From an optimization exercise on the open Yosys and OpenROAD flow, aimed at small area, a short achievable clock period and few clock cycles per item; shortcuts taken in it are not production practice. Only simulation tests tie the RTL to the original design; equivalence was not proved. No activity file was given, so power comes from the tool's default toggle rates.

// selective_repeat_receiver_core
module selective_repeat_receiver_core #(
  parameter int WINDOW_DEPTH = srr_pkg::SRR_WINDOW_DEPTH
) (
  input  logic                      clk,
  input  logic                      rst_n,
  input  logic                      in_valid,
  output logic                      in_ready,
  input  logic [15:0]               in_seq_num,
  input  logic                      in_last_flag,
  input  logic [10:0]               in_payload_length,
  input  logic [31:0]               in_payload_ref,
  output logic                      out_valid,
  input  logic                      out_ready,
  output logic [1:0]                out_kind,
  output logic [15:0]               out_ack_num,
  output logic                      out_last,
  output logic [10:0]               out_length,
  output logic [31:0]               out_ref,
  output logic                      out_end_of_run,
  output logic                      out_transfer_done
);
For scale: ~1,900 cells after synthesis, roughly 860 flip-flops, about 130 I/O pins.
==> module srr_slot_store, before the edit <==
module srr_slot_store (
  input  logic        clk,
  input  logic [15:0] wr_en,
  input  logic [43:0] wr_data,
  input  logic [15:0] rd_sel,
  output logic [43:0] rd_data
);
  logic [43:0] mem [16];
  always_ff @(posedge clk) begin
    for (int k = 0; k < 16; k++) begin
      if (wr_en[k]) mem[k] <= wr_data;
    end
  end
  always_comb begin
    rd_data = '0;
    for (int k = 0; k < 16; k++) begin
      rd_data = rd_data | (mem[k] & {44{rd_sel[k]}});
    end
  end
endmodule
==> module selective_repeat_receiver_core, before the edit <==
module selective_repeat_receiver_core #(
  parameter int WINDOW_DEPTH = srr_pkg::SRR_WINDOW_DEPTH
) (
  input  logic                      clk,
  input  logic                      rst_n,
  input  logic                      in_valid,
  output logic                      in_ready,
  input  logic [15:0]               in_seq_num,
  input  logic                      in_last_flag,
  input  logic [10:0]               in_payload_length,
  input  logic [31:0]               in_payload_ref,
  output logic                      out_valid,
  input  logic                      out_ready,
  output logic [1:0]                out_kind,
  output logic [15:0]               out_ack_num,
  output logic                      out_last,
  output logic [10:0]               out_length,
  output logic [31:0]               out_ref,
  output logic                      out_end_of_run,
  output logic                      out_transfer_done
);
  logic [15:0] exp_r;
  logic [11:0] ehp1_r, ehm1_r;    
  logic [15:0] eoh_r;             
  logic [15:0] em1_r;             
  logic        done_r;
  logic [15:0] held_r;
  logic        ov_r;
  logic [1:0]  kind_r;
  logic [15:0] num_r;
  logic        olast_r;
  logic [42:0] odata_r;
  logic        oend_r;
  logic        odone_r;       
  logic        rdy_idle_r;    
  logic        rdy_end_r;     
  logic        cont_r;        
  logic        adv, dlv, take;
  logic [15:0] sdec, wen;
  logic [15:0] eoh1, rsel;
  logic [43:0] rd_data;
  logic        rd_last, held_nx;
  logic        win, beh, head, free, st, go;
  logic        win_nd;
  logic [15:0] exp_m1;
  logic [10:0] len_c;
  assign in_ready = rdy_idle_r || (out_ready && rdy_end_r);
  assign adv      = out_ready || !ov_r;
  assign dlv      = adv && cont_r;
  assign take     = in_valid && adv && !cont_r;
  assign eoh1 = {eoh_r[14:0], eoh_r[15]};
  assign rsel = cont_r ? eoh_r : 16'd0;
  always_comb begin
    for (int k = 0; k < 16; k++) sdec[k] = (in_seq_num[3:0] == k[3:0]);
  end
  assign wen = {16{take}} & sdec & ~held_r;
  srr_slot_store u_store (
    .clk     (clk),
    .wr_en   (wen),
    .wr_data ({in_last_flag, len_c, in_payload_ref}),
    .rd_sel  (rsel),
    .rd_data (rd_data)
  );
  assign rd_last = rd_data[43];
  assign held_nx = (held_r & eoh1) != 16'd0;
  srr_alu u_cls (
    .seq   (in_seq_num),
    .exp_n   (exp_r),
    .e_hi_p1 (ehp1_r),
    .e_hi_m1 (ehm1_r),
    .win   (win),
    .beh   (beh),
    .head  (head)
  );
  assign free   = !held_r[in_seq_num[3:0]];
  assign st     = !done_r && win && free;
  assign go     = !done_r && head;
  assign exp_m1 = em1_r;
  assign win_nd = !done_r && win;
  assign len_c  = (in_payload_length[10] && (in_payload_length[9:0] != 10'd0))
                  ? 11'd1024 : in_payload_length;
  always_ff @(posedge clk) begin
    if (!rst_n) begin
      ov_r   <= 1'b0;
      rdy_idle_r <= 1'b1;
      rdy_end_r  <= 1'b1;
      cont_r     <= 1'b0;
      odone_r    <= 1'b0;
      exp_r  <= '0;
      ehp1_r <= 12'h001;
      ehm1_r <= 12'hfff;
      eoh_r  <= 16'h0001;
      em1_r  <= '0;
      done_r <= 1'b0;
      held_r <= '0;
    end else begin
      if (dlv) begin
        ov_r   <= 1'b1;
        rdy_idle_r <= 1'b0;
        rdy_end_r  <= rd_last || !held_nx;
        cont_r     <= !rd_last && held_nx;
        odone_r    <= odone_r || rd_last;
        exp_r  <= exp_r + 16'd1;
        em1_r  <= (exp_r == 16'hffff) ? 16'd0 : exp_r;
        eoh_r  <= eoh1;
        if (exp_r[3:0] == 4'hf) begin
          ehp1_r <= ehp1_r + 12'd1;
          ehm1_r <= exp_r[15:4];
        end
        done_r <= done_r || rd_last;
        held_r <= held_r & ~eoh_r;
      end else if (take) begin
        ov_r <= 1'b1;
        rdy_idle_r <= 1'b0;
        rdy_end_r  <= !go;
        cont_r     <= go;
        held_r <= held_r | ({16{win_nd}} & sdec);
      end else if (adv) begin
        ov_r <= 1'b0;
        rdy_idle_r <= 1'b1;
        rdy_end_r  <= 1'b1;
        cont_r     <= 1'b0;
      end
    end
  end
  always_ff @(posedge clk) begin
    if (dlv) begin
      kind_r  <= srr_pkg::KIND_DELIVER;
      num_r   <= exp_r;
      olast_r <= rd_last;
      oend_r  <= rd_last || !held_nx;
    end else if (take) begin
      kind_r  <= st ? srr_pkg::KIND_ACK : srr_pkg::KIND_DUP;
      num_r   <= (done_r || win || beh) ? in_seq_num : exp_m1;
      olast_r <= in_last_flag;
      oend_r  <= !go;
    end
    if (adv) odata_r <= rd_data[42:0];
  end
  assign out_valid         = ov_r;
  assign out_kind          = kind_r;
  assign out_ack_num       = num_r;
  assign out_last          = olast_r;
  assign out_length        = odata_r[42:32];
  assign out_ref           = odata_r[31:0];
  assign out_end_of_run    = oend_r;
  assign out_transfer_done = odone_r;
endmodule
export LEC_CHECK = 0
export CAP_MARGIN = 20
export CORE_MARGIN = 2
export CORE_UTILIZATION = 40
export SETUP_SLACK_MARGIN = 2.65
export SLEW_MARGIN = 20
create_clock -name core_clock -period 5.0 [get_ports {clk}]
standard.sh (not shown) runs the stock make flow with config.mk's settings and CLKGATE_MAP_FILE= SYNTH_SCRIPT=/design/flow/synth_recipe.tcl, a recipe that flattens the netlist after the stock synthesis.
==> flow/flow/run.sh <==
#!/bin/bash
# Layout flow: the standard ORFS flow (standard.sh) with two changes after
# synthesis, passed to ORFS as its own variables:
#  - buffer_ports puts a buf_2 on each port instead of the delay cell it picks
#    by default
#  - clock tree synthesis adds no dummy loads and clusters up to 22 sinks
#    within 90 um per leaf buffer, for a smaller clock tree
# 1. the standard synthesis, unchanged
# 2. floorplan to finish
set -euo pipefail
bash standard.sh synth > flow_synth.log 2>&1
export BUFFER_PORTS_ARGS="-buffer_cell sky130_fd_sc_hd__buf_2"
export CTS_ARGS="-sink_clustering_enable -repair_clock_nets -dont_use_dummy_load -sink_clustering_size 22 -sink_clustering_max_diameter 90"
bash standard.sh > flow_layout.log 2>&1
Testbench counts at the start, summed over its fixed seeds: cycles 21,937, items 12,000.
Next try:
--- a/flow/design.v
+++ b/flow/design.v
@@ -48,14 +48,16 @@
   assign beh     = brw ? eq0 : eqm;
   assign head    = eq0 && (seq[3:0] == exp_n[3:0]);
 endmodule
-module srr_slot_store (
+module srr_slot_store #(
+  parameter int W = 43
+) (
   input  logic        clk,
   input  logic [15:0] wr_en,
-  input  logic [43:0] wr_data,
+  input  logic [W-1:0] wr_data,
   input  logic [15:0] rd_sel,
-  output logic [43:0] rd_data
+  output logic [W-1:0] rd_data
 );
-  logic [43:0] mem [16];
+  logic [W-1:0] mem [16];
   always_ff @(posedge clk) begin
     for (int k = 0; k < 16; k++) begin
       if (wr_en[k]) mem[k] <= wr_data;
@@ -64,7 +66,7 @@
   always_comb begin
     rd_data = '0;
     for (int k = 0; k < 16; k++) begin
-      rd_data = rd_data | (mem[k] & {44{rd_sel[k]}});
+      rd_data = rd_data | (mem[k] & {W{rd_sel[k]}});
     end
   end
 endmodule
@@ -95,6 +97,8 @@
   logic [15:0] em1_r;             
   logic        done_r;
   logic [15:0] held_r;
+  logic        lv_r;
+  logic [3:0]  lp_r;
   logic        ov_r;
   logic [1:0]  kind_r;
   logic [15:0] num_r;
@@ -108,7 +112,8 @@
   logic        adv, dlv, take;
   logic [15:0] sdec, wen;
   logic [15:0] eoh1, rsel;
-  logic [43:0] rd_data;
+  logic [42:0] rd_data;
+  logic        lt_lp, ge_e_in, ge_e_lp, nearer;
   logic        rd_last, held_nx;
   logic        win, beh, head, free, st, go;
   logic        win_nd;
@@ -127,11 +132,15 @@
   srr_slot_store u_store (
     .clk     (clk),
     .wr_en   (wen),
-    .wr_data ({in_last_flag, len_c, in_payload_ref}),
+    .wr_data ({len_c, in_payload_ref}),
     .rd_sel  (rsel),
     .rd_data (rd_data)
   );
-  assign rd_last = rd_data[43];
+  assign rd_last = lv_r && (lp_r == exp_r[3:0]);
+  assign lt_lp   = in_seq_num[3:0] < lp_r;
+  assign ge_e_in = in_seq_num[3:0] >= exp_r[3:0];
+  assign ge_e_lp = lp_r >= exp_r[3:0];
+  assign nearer  = (ge_e_in == ge_e_lp) ? lt_lp : ge_e_in;
   assign held_nx = (held_r & eoh1) != 16'd0;
   srr_alu u_cls (
     .seq   (in_seq_num),
@@ -163,6 +172,7 @@
       em1_r  <= '0;
       done_r <= 1'b0;
       held_r <= '0;
+      lv_r   <= 1'b0;
     end else begin
       if (dlv) begin
         ov_r   <= 1'b1;
@@ -185,6 +195,10 @@
         rdy_end_r  <= !go;
         cont_r     <= go;
         held_r <= held_r | ({16{win_nd}} & sdec);
+        if (st && in_last_flag && (!lv_r || nearer)) begin
+          lv_r <= 1'b1;
+          lp_r <= in_seq_num[3:0];
+        end
       end else if (adv) begin
         ov_r <= 1'b0;
         rdy_idle_r <= 1'b1;
The new run finished clean.
Wire length increases by 1.7%.
Via count climbs by 2.4%.
Worst setup slack improved by 0.012 ns.
Clock-buffer cell count goes down by 1.
Cell area barely changes.
Power fell by 1.0%.
Die area decreases by 0.33%.
Register-to-register slack barely changes.
Sequential power came out lower by about 1%.
Clock power went down by about 1%.
Combinational power went up by 7.5%.
Non-clock buffer count grows by 25.
Synthesized area decreases by 0.34%.
Testbench counts after the change, summed over its fixed seeds: cycles 21,937, items 12,000.

-- afterwards: timing with drivers on the ports --
No port has a modelled driver above. Below, the same layouts with a new extraction and two added sets of constraints.
Step 1, drivers: a clkbuf_16 drives clk and a buf_2 each remaining input, both assumed.
Step 2 also shifts input and output timing later by t, the mid clock arrival at the registers, as if the neighbouring blocks saw the same clock.
Slacks: no drivers / after step 1 / after step 2; pairs: no drivers / after step 1.
| run | shift t [ns] | setup slack, ns | worst setup path after step 2 | worst data-port slew with drivers (ns) |
|---|---|---|---|---|
| the first run | 0.651 | 2.625 / 2.593 / 2.070 | input to register | 0.12 |
| the second run | 0.650 | 2.637 / 2.593 / 1.960 | input to register | 0.10 |
After both steps every run listed still meets setup and hold. For the second run, which loses most, drivers alone change the setup slack by -0.044 ns; drivers and shift together by -0.677 ns.
